From an optimization exercise on the open Yosys and OpenROAD flow, aimed at small area; shortcuts taken in it are not production practice.
In this exercise RTL edits were held to simulation tests only and were not proved equivalent to the original.
Power figures rest on the tool's default switching activity, not on a simulated workload.

==> flow/design.v <==
`default_nettype none
package host_pkg;
   typedef logic [15:0] term_addr_t;
   typedef logic [31:0] reg_addr_t;
   typedef logic [31:0] reg_data_t;
   typedef logic [15:0] xfer_status_t;
   typedef struct packed {
      term_addr_t term_addr;
      reg_addr_t  reg_addr;
      reg_data_t  reg_datai;
      logic       read_mode;
      logic       read;
      logic       write_mode;
      logic       write;
   } host_req_t;
   typedef struct packed {
      reg_data_t    reg_datao;
      logic         read_rdy;
      logic         write_rdy;
      xfer_status_t transfer_status;
   } host_rsp_t;
   localparam int HOST_REQ_W = 84;
   localparam int HOST_RSP_W = 50;
   localparam term_addr_t TERM_DRAM_BASE  = 16'h0010;
   localparam term_addr_t TERM_DRAM_CTRL  = 16'h0020;
   localparam term_addr_t TERM_DUMMY_FPGA = 16'h0030;
   localparam reg_data_t DUMMY_WORD = 32'hBBAA9988;
   localparam reg_addr_t CTRL_REG_CALIB  = 32'd0;
   localparam reg_addr_t CTRL_REG_ERRORS = 32'd1;
endpackage
`default_nettype wire
`default_nettype none
package mcb_pkg;
   localparam int NUM_PORTS = 4;
   typedef logic [29:0] byte_addr_t;
   typedef logic [5:0]  burst_len_t;
   typedef logic [31:0] mcb_data_t;
   typedef logic [NUM_PORTS-1:0] port_flags_t;
   typedef enum logic [2:0] {
      MCB_WRITE = 3'b000,
      MCB_READ  = 3'b001
   } mcb_instr_t;
   typedef struct packed {
      logic       cmd_en;
      mcb_instr_t cmd_instr;
      burst_len_t cmd_bl;
      byte_addr_t cmd_byte_addr;
      logic       wr_en;
      mcb_data_t  wr_data;
      logic       rd_en;
   } mcb_req_t;
   typedef struct packed {
      logic      cmd_full;
      logic      wr_full;
      logic      rd_empty;
      mcb_data_t rd_data;
      logic      wr_underrun;
      logic      rd_overflow;
   } mcb_rsp_t;
   localparam int MCB_REQ_W = 74;
   localparam int MCB_RSP_W = 37;
endpackage
`default_nettype wire
`default_nettype none
module uxn_host_chip (
   input  wire          ifclk,
   input  wire          rst,
   input  wire [15:0]   term_addr,
   input  wire [31:0]   reg_addr,
   input  wire [31:0]   reg_datai,
   input  wire          read_mode,
   input  wire          read,
   input  wire          write_mode,
   input  wire          write,
   output wire [31:0]   reg_datao,
   output wire          read_rdy,
   output wire          write_rdy,
   output wire [15:0]   transfer_status,
   input  wire          calib_done,
   output wire [3:0]    cmd_en,
   output wire [11:0]   cmd_instr,
   output wire [23:0]   cmd_bl,
   output wire [119:0]  cmd_byte_addr,
   output wire [3:0]    wr_en,
   output wire [127:0]  wr_data,
   output wire [3:0]    rd_en,
   input  wire [3:0]    cmd_full,
   input  wire [3:0]    wr_full,
   input  wire [3:0]    rd_empty,
   input  wire [127:0]  rd_data,
   input  wire [3:0]    wr_underrun,
   input  wire [3:0]    rd_overflow
);
   localparam logic [2:0] S_IDLE  = 3'b000;
   localparam logic [2:0] S_WDATA = 3'b111;
   localparam logic [2:0] S_WCMD  = 3'b011;
   localparam logic [2:0] S_RWAIT = 3'b101;
   localparam logic [2:0] S_RDISC = 3'b100;
   localparam logic [2:0] S_HOLD  = 3'b001;
   wire       is_dram  = (term_addr[15:2] == 14'h0004);
   wire       is_ctrl  = (term_addr == 16'h0020);
   wire       is_dummy = (term_addr == 16'h0030);
   wire [1:0] tp       = term_addr[1:0];
   wire       active   = is_dram & (read_mode | write_mode);
   logic        cnt_v;
   logic [1:0]  cnt_port;
   logic [15:0] word_idx;
   logic [15:0] xfer_cnt;
   wire        same       = is_dram & cnt_v & (cnt_port == tp);
   wire [15:0] word_idx_e = same ? word_idx : 16'd0;
   wire [15:0] xfer_cnt_e = same ? xfer_cnt : 16'd0;
   logic [27:0]  cur_addr;
   logic [27:16] all1;
   logic [7:0]   s_h0;
   logic [7:0]   s_h1;
   wire          c8;
   wire          c_h0;
   wire          c_h1;
   wire          c16;
   uxn_add8 #(.CI(1'b0)) add_lo (
      .a  (reg_addr[7:0]),
      .b  (word_idx_e[7:0]),
      .s  (cur_addr[7:0]),
      .co (c8)
   );
   uxn_add8 #(.CI(1'b0)) add_h0 (
      .a  (reg_addr[15:8]),
      .b  (word_idx_e[15:8]),
      .s  (s_h0),
      .co (c_h0)
   );
   uxn_add8 #(.CI(1'b1)) add_h1 (
      .a  (reg_addr[15:8]),
      .b  (word_idx_e[15:8]),
      .s  (s_h1),
      .co (c_h1)
   );
   assign cur_addr[15:8] = c8 ? s_h1 : s_h0;
   assign c16            = c8 ? c_h1 : c_h0;
   uxn_ones12 ones_hi (
      .a   (reg_addr[26:16]),
      .all (all1)
   );
   for (genvar i = 16; i < 28; i++) begin : g_ainc
      assign cur_addr[i] = reg_addr[i] ^ (c16 & all1[i]);
   end
   logic [3:0] wrdy_p;
   logic [3:0] hold_p;
   logic [3:0] acc_p;
   logic [3:0] ird_p;
   logic [3:0] tk_p;
   for (genvar p = 0; p < 4; p++) begin : g_port
      logic [2:0]  st;
      logic [2:0]  st_n;
      logic [27:0] wr_addr_n;    
      logic [31:0] wr_word;
      wire sel  = is_dram & (tp == p);
      wire rm   = sel & read_mode;
      wire wm   = sel & write_mode;
      wire idle  = (st == S_IDLE);
      wire wdata = (st == S_WDATA);
      wire wcmd  = (st == S_WCMD);
      wire rwait = (st == S_RWAIT);
      wire rdisc = (st == S_RDISC);
      wire hold  = (st == S_HOLD);
      wire wrdy  = idle & ~cmd_full[p] & ~wr_full[p];
      wire acc   = sel & write & wrdy;
      wire ird   = idle & rm & ~wm & ~cmd_full[p];
      wire iwr   = wcmd & ~cmd_full[p];
      wire drain = (rwait | rdisc) & ~rd_empty[p];
      always_comb begin
         case (st)
            S_IDLE:  st_n = acc ? S_WDATA : (ird ? S_RWAIT : S_IDLE);
            S_WDATA: st_n = wr_full[p] ? S_WDATA : S_WCMD;
            S_WCMD:  st_n = cmd_full[p] ? S_WCMD : S_IDLE;
            S_RWAIT: st_n = drain ? (rm ? S_HOLD : S_IDLE) : (rm ? S_RWAIT : S_RDISC);
            S_RDISC: st_n = drain ? S_IDLE : S_RDISC;
            S_HOLD:  st_n = (read | ~rm) ? S_IDLE : S_HOLD;
            default: st_n = S_IDLE;
         endcase
      end
      always_ff @(posedge ifclk) begin
         if (rst) st <= S_IDLE;
         else     st <= st_n;
      end
      always_ff @(posedge ifclk) begin
         if (idle) begin
            wr_addr_n <= ~cur_addr;
            wr_word <= reg_datai;
         end
      end
      assign wrdy_p[p] = wrdy;
      assign hold_p[p] = hold;
      assign acc_p[p]  = acc;
      assign ird_p[p]  = ird;
      assign tk_p[p]   = hold & sel & read;
      assign cmd_en[p]                 = iwr | ird;
      assign cmd_instr[p*3 +: 3]       = {2'b00, ~wcmd};
      assign cmd_bl[p*6 +: 6]          = 6'd0;
      assign cmd_byte_addr[p*30 +: 30] = {(wcmd ? ~wr_addr_n : cur_addr), 2'b00};
      assign wr_en[p]                  = wdata & ~wr_full[p];
      assign wr_data[p*32 +: 32]       = wr_word;
      assign rd_en[p]                  = drain;
   end
   wire sel_hold = is_dram & hold_p[tp];
   wire sel_wrdy = wrdy_p[tp];
   wire [16:0] wi_c;
   wire [16:0] xc_c;
   wire [15:0] word_idx_n;
   wire [15:0] xfer_cnt_n;
   assign wi_c[0] = (|acc_p) | (|ird_p);
   assign xc_c[0] = (|acc_p) | (|tk_p);
   for (genvar i = 0; i < 16; i++) begin : g_inc
      assign word_idx_n[i] = word_idx_e[i] ^ wi_c[i];
      assign wi_c[i+1]     = word_idx_e[i] & wi_c[i];
      assign xfer_cnt_n[i] = xfer_cnt_e[i] ^ xc_c[i];
      assign xc_c[i+1]     = xfer_cnt_e[i] & xc_c[i];
   end
   always_ff @(posedge ifclk) begin
      cnt_port <= tp;
      word_idx <= word_idx_n;
      xfer_cnt <= xfer_cnt_n;
      if (rst) cnt_v <= 1'b0;
      else     cnt_v <= active;
   end
   logic [31:0] rd_word;
   always_ff @(posedge ifclk) begin
      if (!sel_hold) rd_word <= rd_data[tp*32 +: 32];
   end
   logic       calib_q;
   logic [3:0] underrun_q;
   logic [3:0] overflow_q;
   always_ff @(posedge ifclk) begin
      if (rst) begin
         calib_q    <= 1'b0;
         underrun_q <= 4'd0;
         overflow_q <= 4'd0;
      end else begin
         calib_q    <= calib_done;
         underrun_q <= underrun_q | wr_underrun;
         overflow_q <= overflow_q | rd_overflow;
      end
   end
   logic [31:0] ctrl_data;
   always_comb begin
      case (reg_addr)
         32'd0:   ctrl_data = {31'd0, calib_q};
         32'd1:   ctrl_data = {24'd0, overflow_q, underrun_q};
         default: ctrl_data = 32'd0;
      endcase
   end
   assign reg_datao       = ({32{is_dram}}  & rd_word)       |
                            ({32{is_dummy}} & 32'hBBAA9988) |
                            ({32{is_ctrl}}  & ctrl_data);
   assign read_rdy        = ~is_dram | sel_hold;
   assign write_rdy       = ~is_dram | sel_wrdy;
   assign transfer_status = xfer_cnt_e;
endmodule
module uxn_ones12 (
   input  wire [26:16] a,
   output wire [27:16] all
);
   assign all[16] = 1'b1;
   for (genvar i = 17; i < 28; i++) begin : g_all
      assign all[i] = all[i-1] & a[i-1];
   end
endmodule
module uxn_add8 #(
   parameter logic CI = 1'b0
) (
   input  wire [7:0] a,
   input  wire [7:0] b,
   output wire [7:0] s,
   output wire       co
);
   wire [8:0] c;
   assign c[0] = CI;
   for (genvar i = 0; i < 8; i++) begin : g_bit
      assign s[i]   = a[i] ^ b[i] ^ c[i];
      assign c[i+1] = (a[i] & b[i]) | (c[i] & (a[i] ^ b[i]));
   end
   assign co = c[8];
endmodule
`default_nettype wire
export LEC_CHECK = 0
export ABC_AREA = 1
export CAP_MARGIN = 20
export CORE_MARGIN = 2
export CORE_UTILIZATION = 40
export CTS_BUF_LIST = sky130_fd_sc_hd__clkbuf_16
export CTS_CLUSTER_DIAMETER = 100
export CTS_CLUSTER_SIZE = 30
export SLEW_MARGIN = 20
export SYNTH_HIERARCHICAL = 1
export SYNTH_MINIMUM_KEEP_SIZE = 0
create_clock -name core_clock -period 10.0 [get_ports {ifclk}]
standard.sh (not shown) runs the stock make flow with config.mk's settings and CLKGATE_MAP_FILE= SYNTH_SCRIPT=/design/flow/synth_recipe.tcl, a recipe that flattens the netlist after the stock synthesis.
==> flow/flow/run.sh <==
#!/bin/bash
# ORFS layout as standard.sh runs it, with three changes:
#  - the ports get the smallest buffer (buf_1) instead of the default choice;
#  - ABC's area script is replaced by flow/abc_area.script (a choice-based
#    area mapper). Registers are mapped before ABC runs, so they stay exactly
#    those of the standard synthesis;
#  - the constant outputs share the one tie cell synthesis gives them
#    instead of one tie cell each.
set -euo pipefail
here=$(pwd)
rm -rf "$here/scripts_x"
cp -r "$FLOW_HOME/scripts" "$here/scripts_x"
cp "$here/flow/abc_area.script" "$here/scripts_x/abc_area.script"
export SCRIPTS_DIR="$here/scripts_x"
export BUFFER_PORTS_ARGS="-buffer_cell sky130_fd_sc_hd__buf_1"
export SKIP_REPAIR_TIE_FANOUT=1
bash standard.sh synth > synth.log 2>&1
bash standard.sh > layout.log 2>&1
==> flow/flow/abc_area.script <==
strash
&get -n
&syn2
&synch2
&put
dch -f
amap
topo
Then changed:
==> flow/flow/run.sh (replaced) <==
#!/bin/bash
set -euo pipefail
here=$(pwd)
rm -rf "$here/scripts_x"
cp -r "$FLOW_HOME/scripts" "$here/scripts_x"
cp "$here/flow/abc_area.script" "$here/scripts_x/abc_area.script"
export SCRIPTS_DIR="$here/scripts_x"
export BUFFER_PORTS_ARGS="-buffer_cell sky130_fd_sc_hd__buf_1"
export SKIP_REPAIR_TIE_FANOUT=1
export CTS_ARGS="-sink_clustering_enable -repair_clock_nets -sink_clustering_size 30 -sink_clustering_max_diameter 100 -buf_list sky130_fd_sc_hd__clkbuf_16 -dont_use_dummy_load"
bash standard.sh synth > synth.log 2>&1
bash standard.sh > layout.log 2>&1
Count of clock-buffer cells in the layout does not change. Non-clock buffer count stays the same. Routed wire length is about the same. Clock skew rose by 0.025 ns. Synthesized cell count is unchanged. Sequential share of layout area is higher by 0.16 points. Utilization is lower by 0.14 points. Combinational power is about the same. Total power shrinks by 0.91%. Die area is unchanged. Clock power came out lower by 3.3%.
Then changed:
==> flow/flow/run.sh (replaced) <==
#!/bin/bash
# ORFS layout as standard.sh runs it, with two changes:
#  - the ports get the smallest buffer (buf_1) instead of the default choice;
#  - ABC's area script is replaced by flow/abc_area.script (a choice-based
#    area mapper). Registers are mapped before ABC runs, so they stay exactly
#    those of the standard synthesis.
set -euo pipefail
here=$(pwd)
rm -rf "$here/scripts_x"
cp -r "$FLOW_HOME/scripts" "$here/scripts_x"
cp "$here/flow/abc_area.script" "$here/scripts_x/abc_area.script"
export SCRIPTS_DIR="$here/scripts_x"
export BUFFER_PORTS_ARGS="-buffer_cell sky130_fd_sc_hd__buf_1"
bash standard.sh synth > synth.log 2>&1
bash standard.sh > layout.log 2>&1
The changed run completed without violations; area after synthesis is unchanged; routed wire length increases by 4.1%; synthesized cell count is unchanged; first-iteration DRC count climbs by 4.7%; cell count rose by 2.6%; utilization increases by 0.67 points.
Then changed:
==> flow/flow/run.sh (replaced) <==
#!/bin/bash
set -euo pipefail
here=$(pwd)
rm -rf "$here/scripts_x"
cp -r "$FLOW_HOME/scripts" "$here/scripts_x"
cp "$here/flow/abc_area.script" "$here/scripts_x/abc_area.script"
export SCRIPTS_DIR="$here/scripts_x"
export BUFFER_PORTS_ARGS="-buffer_cell sky130_fd_sc_hd__buf_1"
export SKIP_REPAIR_TIE_FANOUT=1
export CTS_ARGS="-sink_clustering_enable -repair_clock_nets -sink_clustering_size 30 -sink_clustering_max_diameter 100 -buf_list sky130_fd_sc_hd__clkbuf_16 -dont_use_dummy_load -root_buf sky130_fd_sc_hd__clkbuf_4"
bash standard.sh synth > synth.log 2>&1
bash standard.sh > layout.log 2>&1
- clock-buffer cell count drops by 1
- cell area goes down slightly
- hold slack gets worse by 0.0041 ns
- utilization came out lower by 0.82 points
- setup slack loses 0.21 ns
- total power came out lower by a few percent
- routed wire length shrinks by a few percent

========
uxn_host_chip, a different RTL version from the one above (not shown whole).
Size: about 1000 cells after synthesis, ~330 flip-flops, ~580 I/O pins.
export LEC_CHECK = 0
export ABC_AREA = 1
export CAP_MARGIN = 0
export CORE_MARGIN = 2
export CORE_UTILIZATION = 40
export CTS_BUF_LIST = sky130_fd_sc_hd__clkbuf_16
export CTS_CLUSTER_DIAMETER = 100
export CTS_CLUSTER_SIZE = 30
export SLEW_MARGIN = 0
export SYNTH_HIERARCHICAL = 1
export SYNTH_MINIMUM_KEEP_SIZE = 0
create_clock -name core_clock -period 10.0 [get_ports {ifclk}]
==> flow/flow/run.sh <==
#!/bin/bash
# ORFS layout as standard.sh runs it, with two changes:
#  - the ports get the smallest buffer (buf_1) instead of the default choice;
#  - ABC's area script is replaced by flow/abc_area.script (a choice-based
#    area mapper). Registers are mapped before ABC runs, so they stay exactly
#    those of the standard synthesis.
set -euo pipefail
here=$(pwd)
rm -rf "$here/scripts_x"
cp -r "$FLOW_HOME/scripts" "$here/scripts_x"
cp "$here/flow/abc_area.script" "$here/scripts_x/abc_area.script"
export SCRIPTS_DIR="$here/scripts_x"
export BUFFER_PORTS_ARGS="-buffer_cell sky130_fd_sc_hd__buf_1"
export RECOVER_POWER=100
bash standard.sh synth > synth.log 2>&1
bash standard.sh > layout.log 2>&1
Scripts as last shown in full above: flow/flow/abc_area.script
The first run finished but failed the layout checks on capacitance limit, slew limit.
Change:
--- a/flow/flow/run.sh
+++ b/flow/flow/run.sh
@@ -14 +13,0 @@
-export RECOVER_POWER=100
==> flow/flow/abc_area.script (replaced) <==
strash
balance
rewrite
refactor
balance
rewrite -z
rewrite -z
balance
refactor -z
rewrite -z
balance
dch -f
amap
topo
Settings changed: CAP_MARGIN 0 to 20, SLEW_MARGIN 0 to 20.
- The new run produced a clean layout
- synthesized area hardly moves
- final area rises slightly
- global-route usage falls by 1.1 points
- clock skew falls by 8.9 ps
- first-iteration DRC count rises by a few percent
- total power rises slightly
- final cell count falls slightly
- count of clock-buffer cells in the layout does not change
- wire length falls by a few percent
- synthesized cell count falls slightly
- setup slack is worse by 90 ps

what the ideal ports hide:
The results above use ideal ports. As a check the final layouts listed here were re-extracted and re-timed, cells and wires unchanged. Step 1 (the two cells are an assumption about what drives the block):
set clk [get_ports {ifclk}]
set_driving_cell -lib_cell sky130_fd_sc_hd__clkbuf_16 $clk
set_driving_cell -lib_cell sky130_fd_sc_hd__buf_2 [delete_from_list [all_inputs] $clk]
Step 2 also shifts input and output timing later by t, the mid clock arrival at the registers, as if the neighbouring blocks saw the same clock. Three values: ideal ports, drivers, drivers and shift; two values: the first two.
run | t, ns | setup WS [ns] | hold slack, ns | worst setup path after step 2
the first run of note 1 | 0.558 | 0.342 / 0.319 / 0.319 | 0.480 / 0.480 / 0.480 | input to output
the second run of note 1 | 0.547 | 0.343 / 0.320 / 0.320 | 0.479 / 0.479 / 0.479 | input to output
the third run of note 1 | 0.562 | 0.543 / 0.514 / 0.514 | 0.484 / 0.484 / 0.484 | input to output
the fourth run of note 1 | 0.724 | 0.329 / 0.306 / 0.306 | 0.479 / 0.479 / 0.479 | input to output
the first run of note 2 | 0.554 | 0.531 / 0.493 / 0.493 | 0.480 / 0.480 / 0.480 | input to output
the second run of note 2 | 0.551 | 0.441 / 0.375 / 0.375 | 0.487 / 0.487 / 0.487 | input to output
For the second run of note 2, which loses most, drivers alone change the setup slack by -0.066 ns; drivers and shift together by -0.066 ns.
